What follows belongs to an exercise in optimizing a design on an open flow for small area and a short achievable clock period; a production flow would make more cautious choices.
Function was checked by simulation only, so behaviour that the tests miss may differ from the original.
Power figures rest on the tool's default switching activity, not on a simulated workload.

run A:
Design exec_core, start of the top module:
module exec_core (
	input  logic                            clk,
	input  logic                            rst_n,
	input  logic                            instr_valid,
	input  logic [exec_pkg::data_w-1:0]     instr,
	input  logic                            dump_start,
	output logic                            busy,
	output logic                            illegal,	 
	output logic                            dump_valid,
	output logic [exec_pkg::reg_addr_w-1:0] dump_addr,
	output logic [exec_pkg::data_w-1:0]     dump_data
);
export LEC_CHECK = 0
export CAP_MARGIN = 10
export CORE_MARGIN = 2
export CORE_UTILIZATION = 52
export SLEW_MARGIN = 10
create_clock -name core_clock -period 9.0 [get_ports {clk}]
standard.sh (not shown) runs the stock make flow with config.mk's settings and CLKGATE_MAP_FILE= SYNTH_SCRIPT=/design/flow/synth_recipe.tcl, a recipe that flattens the netlist after the stock synthesis.
==> flow/flow/run.sh <==
#!/bin/bash
set -euo pipefail
export SETUP_SLACK_MARGIN=6.0
export CTS_ARGS="-sink_clustering_enable -repair_clock_nets -buf_list sky130_fd_sc_hd__clkbuf_8 -sink_clustering_size 16 -sink_clustering_max_diameter 50 -dont_use_dummy_load"
bash standard.sh > standard.log 2>&1
Changes in run B relative to run A:
- CTS_CLUSTER_DIAMETER newly set to 50
- CORE_UTILIZATION changed from 52 to 45
- CTS_BUF_LIST newly set to sky130_fd_sc_hd__clkbuf_8
- CTS_CLUSTER_SIZE newly set to 16
==> flow/flow/run.sh <==
#!/bin/bash
set -euo pipefail
export SETUP_SLACK_MARGIN=6.3
bash standard.sh > standard.log 2>&1
## What came out
As of run B, full die area had risen by more than 10% compared to run A.
Result: PASS for each of run B and run A
Run A → run B: overall global routing resource usage saw a decrease, register area saw little to no change, post-route clock period utilization saw an increase.
Of run B and run A, it is run B that has the higher final standard cell area without fillers.
Across both runs, number of placed cells counting well taps was higher for run B than for run A.
STATUS routed wire length: run B wins against run A
[run B] switching fraction of total power rose 1.1 points relative to run A
The lower biggest fanout along the worst timing path came out of run B.
Input changes introduced in run C (baseline for comparison: run B):
- setting PLACE_DENSITY to 0.7 for the first time
==> flow/flow/run.sh <==
#!/bin/bash
set -euo pipefail
export SETUP_SLACK_MARGIN=6.0
bash standard.sh > standard.log 2>&1
Results
Run C did not stop at any stage, and its layout met the timing, design-rule and antenna checks.
Against run B, run C comes in 0.06 ns lower on endpoint arrival time on the critical path.
From run B to run C the numbers moved as follows: multi-input gate area in the final layout saw a decrease, buffers plus inverters on the worst setup path higher, global-route usage down 1.8 points.
#### Input delta (run D over run C)
- clearing CTS_CLUSTER_DIAMETER, which used to be 50
- clearing CTS_BUF_LIST, which used to be sky130_fd_sc_hd__clkbuf_8
- swapping 45 for 60 in CORE_UTILIZATION
- clearing PLACE_DENSITY, which used to be 0.7
- clearing CTS_CLUSTER_SIZE, which used to be 16
--- a/flow/flow/run.sh
+++ b/flow/flow/run.sh
@@ -3,2 +3,3 @@
 export SETUP_SLACK_MARGIN=6.0
+export CTS_ARGS="-sink_clustering_enable -repair_clock_nets -buf_list sky130_fd_sc_hd__clkbuf_8 -sink_clustering_size 16 -sink_clustering_max_diameter 50 -dont_use_dummy_load"
 bash standard.sh > standard.log 2>&1
Results
Run D: done, clean on timing, DRC and antenna. Delta(hold slack, run D - run C) < 0. On global-route met3 utilization, the higher figure sits with run D, not run C. Compared with run C, run D degrades routed via count. [compare] base=run C new=run D: sequential share of layout area +1.2 points; clock buffer and inverter area fraction after layout -1.2 points.


exec_core again, from the RTL that the note above started with.
==> flow/design.v (excerpt) <==
module exec_core (
	input  logic                            clk,
	input  logic                            rst_n,
	input  logic                            instr_valid,
	input  logic [exec_pkg::data_w-1:0]     instr,
	input  logic                            dump_start,
	output logic                            busy,
	output logic                            illegal,	 
	output logic                            dump_valid,
	output logic [exec_pkg::reg_addr_w-1:0] dump_addr,
	output logic [exec_pkg::data_w-1:0]     dump_data
);
clock: 9.0 ns
lec_check: 0
cap_margin: 10
core_margin: 2
core_utilization: 45
slew_margin: 10
==> flow/flow/run.sh <==
#!/bin/bash
set -euo pipefail
export SETUP_SLACK_MARGIN=5.8
bash standard.sh > standard.log 2>&1
Rerun with:
==> flow/flow/run.sh (replaced) <==
#!/bin/bash
set -euo pipefail
export SETUP_SLACK_MARGIN=6.0
export CTS_ARGS="-sink_clustering_enable -repair_clock_nets -buf_list sky130_fd_sc_hd__clkbuf_8 -sink_clustering_size 16 -sink_clustering_max_diameter 50 -dont_use_dummy_load"
bash standard.sh > standard.log 2>&1
Effect:
- maximum frequency climbs by about 1.8%
- wire length drops by 1.9%
- power drops by 14%
- hold slack got worse by 13 ps
- final area drops by about 3%
Rerun with:
==> flow/flow/run.sh (replaced) <==
#!/bin/bash
set -euo pipefail
export SETUP_SLACK_MARGIN=6.0
bash standard.sh > standard.log 2>&1
What happened: Global-route usage goes up by 0.24 points. Hold slack improves by 15 ps. Via count rises slightly. First-iteration DRC count decreases by a few percent. Sequential power stays flat. Setup slack degrades by 33 ps. Critical path depth goes down by 1. Utilization goes up by 2.2 points. Synthesized area is unchanged. Die area does not change.


== the reference run ==
Starting RTL as in the previous note.
clock: 9.0 ns
lec_check: 0
cap_margin: 10
core_margin: 2
core_utilization: 52
cts_buf_list: sky130_fd_sc_hd__clkbuf_8
cts_cluster_diameter: 50
cts_cluster_size: 16
slew_margin: 10
==> flow/flow/run.sh <==
#!/bin/bash
set -euo pipefail
export SETUP_SLACK_MARGIN=6.0
bash standard.sh > standard.log 2>&1
Setup changes, the reference run to the trial run
- removing CTS_CLUSTER_DIAMETER (formerly 50)
- changing CORE_UTILIZATION from 52 to 56
- removing CTS_CLUSTER_SIZE (formerly 16)
- removing CTS_BUF_LIST (formerly sky130_fd_sc_hd__clkbuf_8)
diff --git a/flow/flow/run.sh b/flow/flow/run.sh
--- a/flow/flow/run.sh
+++ b/flow/flow/run.sh
@@ -3,0 +4 @@
+export CTS_ARGS="-sink_clustering_enable -repair_clock_nets -buf_list sky130_fd_sc_hd__clkbuf_8 -sink_clustering_size 16 -sink_clustering_max_diameter 50 -dont_use_dummy_load"
Of the two values seen for destination of the critical timing path, dump_word[23] was produced by the trial run and dump_data[29] by the reference run. Sort the trial run and the reference run by post-route cell area, ascending, and the trial run comes first. Source of the critical timing path: dump_word[29] -> the reference run, opa[0] -> the trial run. Delta (the trial run minus the reference run): final cell count without fillers went down, die area down 7.1%, number of max-cap violations shows no meaningful change, number of gates on the worst path with buffers counted rose 11, clock-cell share of area has decreased.

port drivers added, routing unchanged:
Ports are ideal in the flow. The routed layouts listed here were re-timed in OpenROAD. Step 1 (the two cells are an assumption about what drives the block):
set clk [get_ports {clk}]
set_driving_cell -lib_cell sky130_fd_sc_hd__clkbuf_16 $clk
set_driving_cell -lib_cell sky130_fd_sc_hd__buf_2 [delete_from_list [all_inputs] $clk]
Step 2 times the ports against the registers' clock, not the clock port: input delays grow and output delays shrink by t, the midpoint of the rising clock arrivals with the driver on. a / b / c = ideal ports / drivers / drivers and shift; a / b = the first two.
| run | t (ns) | setup slack, ns | slew at the worst register clock pin (ns) | worst slew at a driven data input, ns |
|---|---|---|---|---|
| run A | 0.837 | 5.912 / 5.857 / 5.214 | 0.10 / 0.10 | 0.04 |
| run B | 0.905 | 5.798 / 5.798 / 5.401 | 0.11 / 0.11 | 0.05 |
| run C | 0.838 | 5.783 / 5.783 / 5.228 | 0.10 / 0.10 | 0.04 |
| run D | 0.826 | 5.834 / 5.834 / 5.235 | 0.10 / 0.10 | 0.04 |
| the first run of note 2 | 0.788 | 5.760 / 5.760 / 5.090 | 0.07 / 0.07 | 0.04 |
| the second run of note 2 | 0.835 | 5.816 / 5.816 / 5.246 | 0.10 / 0.10 | 0.04 |
| the third run of note 2 | 0.792 | 5.783 / 5.783 / 5.231 | 0.07 / 0.07 | 0.05 |
| the reference run | 0.857 | 5.907 / 5.841 / 5.159 | 0.10 / 0.10 | 0.04 |
| the trial run | 0.818 | 5.824 / 5.824 / 5.194 | 0.10 / 0.10 | 0.05 |
After both steps setup and hold are still met in every run listed. The setup slack of the reference run, which loses most, moves by -0.066 ns with the drivers and by -0.748 ns with both steps.
